This is an optimization exercise on Yosys and OpenROAD, whose aim is small area, not a production implementation. Function was checked by simulation only, so behaviour that the tests miss may differ from the original. Power is estimated from default activity; no workload was simulated.

==> flow/design.v <==
module commit_unit (
  input  logic        clock,
  input  logic        reset,
  input  logic        Retire_valid,
  input  logic [4:0]  Retire_rd_tag,
  input  logic [4:0]  Retire_rd_reg,
  input  logic [31:0] Retire_data,
  input  logic [31:0] Retire_pc,
  input  logic        Retire_branch,
  input  logic        Retire_branch_taken,
  input  logic        Retire_store_ready,
  output logic        Commit_stall,
  input  logic [4:0]  Arf_rd_addr1,
  input  logic [4:0]  Arf_rd_addr2,
  output logic [31:0] Arf_rd_data1,
  output logic [31:0] Arf_rd_data2,
  output logic [4:0]  Rst_clear_tag,
  output logic        Rst_clear_valid,
  output logic        Store_commit_valid,
  output logic [4:0]  Store_commit_tag,
  input  logic        Store_commit_ready,
  output logic        Flush,
  output logic        Redirect_valid,
  output logic [31:0] Redirect_pc,
  output logic [31:0] Commit_count
);
  logic        st_store;    
  logic        st_flush1;   
  logic        st_flush2;   
  logic [31:1] arf_valid;
  logic [31:0] arf [1:31];
  logic accept;
  logic take_mispredict;
  logic take_store;
  logic take_regwrite;
  logic arf_we;
  always_comb begin
    Commit_stall       = st_store | st_flush1 | st_flush2;
    Store_commit_valid = st_store;
    Flush              = st_flush1 | st_flush2;
    Redirect_valid     = st_flush1;
    accept             = !Commit_stall && Retire_valid;
    take_mispredict    = accept && Retire_branch && Retire_branch_taken;
    take_store         = accept && !Retire_branch && Retire_store_ready;
    take_regwrite      = accept && !Retire_branch && !Retire_store_ready;
    arf_we             = take_regwrite && (Retire_rd_reg != 5'd0);
  end
  always_ff @(posedge clock or posedge reset) begin
    if (reset) begin
      st_store        <= 1'b0;
      st_flush1       <= 1'b0;
      st_flush2       <= 1'b0;
      Rst_clear_valid <= 1'b0;
      Rst_clear_tag   <= 5'd0;
      Store_commit_tag <= 5'd0;
      Redirect_pc     <= 32'd0;
      Commit_count    <= 32'd0;
    end else begin
      st_store        <= take_store | (st_store & !Store_commit_ready);
      st_flush1       <= take_mispredict;
      st_flush2       <= st_flush1;
      Rst_clear_valid <= take_regwrite;
      if (take_regwrite) begin
        Rst_clear_tag <= Retire_rd_tag;
      end
      if (take_store) begin
        Store_commit_tag <= Retire_rd_tag;
      end
      if (take_mispredict) begin
        Redirect_pc <= Retire_pc;
      end
      if (accept) begin
        Commit_count <= Commit_count + 32'd1;
      end
    end
  end
  logic [31:1] we;
  always_comb begin
    for (int i = 1; i < 32; i++) begin
      we[i] = take_regwrite && (Retire_rd_reg == 5'(i));
    end
  end
  always_ff @(posedge clock or posedge reset) begin
    if (reset) begin
      arf_valid <= '0;
    end else begin
      arf_valid <= arf_valid | we;
    end
  end
  always_ff @(posedge clock) begin
    for (int i = 1; i < 32; i++) begin
      if (we[i]) begin
        arf[i] <= Retire_data;
      end
    end
  end
  logic        byp1, byp2;
  logic [31:1] rd_ok;
  logic [31:0] sel1, sel2;
  logic [31:0] col [32];
  always_comb begin
    byp1 = arf_we && (Arf_rd_addr1 == Retire_rd_reg);
    byp2 = arf_we && (Arf_rd_addr2 == Retire_rd_reg);
    sel1[0] = byp1;
    sel2[0] = byp2;
    for (int i = 1; i < 32; i++) begin
      rd_ok[i] = arf_valid[i] && !we[i];
      sel1[i] = (Arf_rd_addr1 == 5'(i)) && rd_ok[i];
      sel2[i] = (Arf_rd_addr2 == 5'(i)) && rd_ok[i];
    end
    for (int b = 0; b < 32; b++) begin
      col[b][0] = Retire_data[b];
      for (int i = 1; i < 32; i++) begin
        col[b][i] = arf[i][b];
      end
    end
  end
  for (genvar b = 0; b < 32; b++) begin : g_rd
    commit_unit_rdbit u_rd1 (.sel(sel1), .d(col[b]), .y(Arf_rd_data1[b]));
    commit_unit_rdbit u_rd2 (.sel(sel2), .d(col[b]), .y(Arf_rd_data2[b]));
  end
endmodule
module commit_unit_rdbit (
  input  logic [31:0] sel,
  input  logic [31:0] d,
  output logic        y
);
  logic [10:0] n;
  for (genvar g = 0; g < 10; g++) begin : g_aoi
    commit_unit_aoi222 u_aoi (.s(sel[3*g+2:3*g]), .d(d[3*g+2:3*g]), .y(n[g]));
  end
  assign n[10] = !((sel[30] & d[30]) | (sel[31] & d[31]));
  assign y = !(&n);
endmodule
module commit_unit_aoi222 (
  input  logic [2:0] s,
  input  logic [2:0] d,
  output logic       y
);
  assign y = !(|(s & d));
endmodule
==> flow/config.mk <==
export PLATFORM = sky130hd
export DESIGN_NAME = commit_unit
export DESIGN_NICKNAME = commit_unit
export VERILOG_FILES = /design/flow/design.v
export SDC_FILE = /design/flow/constraint.sdc
export NUM_CORES = 4
export LEC_CHECK = 0
export CAP_MARGIN = 10
export CORE_MARGIN = 2
export CORE_UTILIZATION = 40
export SLEW_MARGIN = 10
export SYNTH_HIERARCHICAL = 1
==> flow/constraint.sdc <==
create_clock -name core_clock -period 10.0 [get_ports {clock}]
set_input_delay 2.0000 -clock core_clock [delete_from_list [all_inputs] [get_ports {clock}]]
set_output_delay 2.0000 -clock core_clock [all_outputs]
set_load 0.01 [all_outputs]
standard.sh (not shown) runs the stock make flow with config.mk's settings and CLKGATE_MAP_FILE= SYNTH_SCRIPT=/design/flow/synth_recipe.tcl, a recipe that flattens the netlist after the stock synthesis.
==> flow/flow/run.sh <==
#!/bin/bash
# The standard ORFS layout (standard.sh), with two changes made through
# ORFS's own variables:
#  - ports are buffered with the smallest buffer, sky130_fd_sc_hd__buf_1;
#  - clock tree synthesis uses clkbuf_16 in sink clusters of up to 28 and inserts
#    no dummy loads.
# make's full output goes to flow_make.log in this folder; ORFS writes each
# step's log under orfs/logs/.
set -euo pipefail
export BUFFER_PORTS_ARGS="-buffer_cell sky130_fd_sc_hd__buf_1"
export CTS_ARGS="-sink_clustering_enable -repair_clock_nets -dont_use_dummy_load -buf_list sky130_fd_sc_hd__clkbuf_16 -sink_clustering_size 28 -sink_clustering_max_diameter 80"
bash standard.sh finish > flow_make.log 2>&1
The starting point completed without violations.
Then changed:
--- a/flow/flow/run.sh
+++ b/flow/flow/run.sh
@@ -5 +5 @@
-#  - clock tree synthesis uses clkbuf_16 in sink clusters of up to 28 and inserts
+#  - clock tree synthesis uses clkbuf_8 in small sink clusters and inserts
@@ -11 +11 @@
-export CTS_ARGS="-sink_clustering_enable -repair_clock_nets -dont_use_dummy_load -buf_list sky130_fd_sc_hd__clkbuf_16 -sink_clustering_size 28 -sink_clustering_max_diameter 80"
+export CTS_ARGS="-sink_clustering_enable -repair_clock_nets -dont_use_dummy_load -buf_list sky130_fd_sc_hd__clkbuf_8 -sink_clustering_size 12 -sink_clustering_max_diameter 60"
Effect:
- cell area increases slightly
- worst hold slack barely changes
- first-iteration DRC count decreases by a few percent
- die area stays the same
- synthesized cell count does not change
- via count increases slightly
- maximum frequency barely changes
Then changed:
==> flow/run.sh (new file) <==
#!/bin/bash
# synth_recipe.tcl (not shown) runs the flow's synth.tcl, then flattens the netlist and writes it again
# the make line also repeats each setting of config.mk as NAME=value (left out here)
make -C /OpenROAD-flow-scripts/flow DESIGN_CONFIG=/design/flow/config.mk WORK_HOME=/design/flow/orfs CLKGATE_MAP_FILE= SYNTH_SCRIPT=/design/flow/synth_recipe.tcl finish
CAP_MARGIN = 20   (was 10)
CORE_UTILIZATION = 30   (was 40)
CTS_BUF_LIST = sky130_fd_sc_hd__clkbuf_8   (was default)
CTS_CLUSTER_DIAMETER = 60   (was default)
CTS_CLUSTER_SIZE = 12   (was default)
SLEW_MARGIN = 20   (was 10)
removed: flow/flow/run.sh
removed: flow/standard.sh
=> Wire length came out higher by 8.7%. Combinational power came out higher by 26%. Power came out higher by 5.2%. Area after synthesis does not change. Final area came out higher by 5.1%. Hold slack degrades by 0.0049 ns.
Then changed:
==> flow/flow/run.sh (new file) <==
#!/bin/bash
# The standard ORFS layout (standard.sh), with two changes made through
# ORFS's own variables:
#  - ports are buffered with the smallest buffer, sky130_fd_sc_hd__buf_1;
#  - clock tree synthesis uses clkbuf_16 in sink clusters of up to 28 and inserts
#    no dummy loads.
# make's full output goes to flow_make.log in this folder; ORFS writes each
# step's log under orfs/logs/.
set -euo pipefail
export BUFFER_PORTS_ARGS="-buffer_cell sky130_fd_sc_hd__buf_1"
export CTS_ARGS="-sink_clustering_enable -repair_clock_nets -dont_use_dummy_load -buf_list sky130_fd_sc_hd__clkbuf_16 -sink_clustering_size 28 -sink_clustering_max_diameter 80"
bash standard.sh finish > flow_make.log 2>&1
==> flow/standard.sh (new file) <==
#!/bin/bash
# synth_recipe.tcl (not shown) runs the flow's synth.tcl, then flattens the netlist and writes it again
# the make line also repeats each setting of config.mk as NAME=value (left out here)
make -C /OpenROAD-flow-scripts/flow DESIGN_CONFIG=/design/flow/config.mk WORK_HOME=/design/flow/orfs CLKGATE_MAP_FILE= SYNTH_SCRIPT=/design/flow/synth_recipe.tcl "${@:-finish}"
CAP_MARGIN = 10   (was 20)
CORE_UTILIZATION = 55   (was 30)
CTS_BUF_LIST = default   (was sky130_fd_sc_hd__clkbuf_8)
CTS_CLUSTER_DIAMETER = default   (was 60)
CTS_CLUSTER_SIZE = default   (was 12)
SLEW_MARGIN = 10   (was 20)
removed: flow/run.sh
Synthesized cell count stays the same.
Total power drops by 7.0%.
Synthesized area stays the same.
Routed wire length went down by about 17%.
Setup slack improved by 0.42 ns.

==> port drivers added, routing unchanged <==
The flow's constraints put no driver on any port. The routed layouts listed below were extracted and timed again, unchanged, in two steps. Step 1: set_driving_cell puts a clkbuf_16 on clock and a buf_2 on each other input, an assumption about the parent block. Step 2 adds t to the input delays and takes it off the output delays; t is the mean of the earliest and latest rising clock arrival at the registers after step 1. Input paths then give back, and output paths get back, about the clock's delay inside the block. Slacks: no drivers / after step 1 / after step 2; pairs: no drivers / after step 1.
| run | t (ns) | setup slack, ns | hold slack, ns |
|---|---|---|---|
| the first run | 0.722 | 1.232 / 1.210 / 1.210 | 0.473 / 0.473 / 0.473 |
| the second run | 0.805 | 1.222 / 1.200 / 1.200 | 0.472 / 0.472 / 0.472 |
| the third run | 0.922 | 1.330 / 1.280 / 1.280 | 0.467 / 0.467 / 0.467 |
| the fourth run | 0.698 | 1.746 / 1.725 / 1.725 | 0.467 / 0.467 / 0.467 |
After both steps every run listed still meets setup and hold. The setup slack of the third run, which loses most, moves by -0.050 ns with the drivers and by -0.050 ns with both steps.
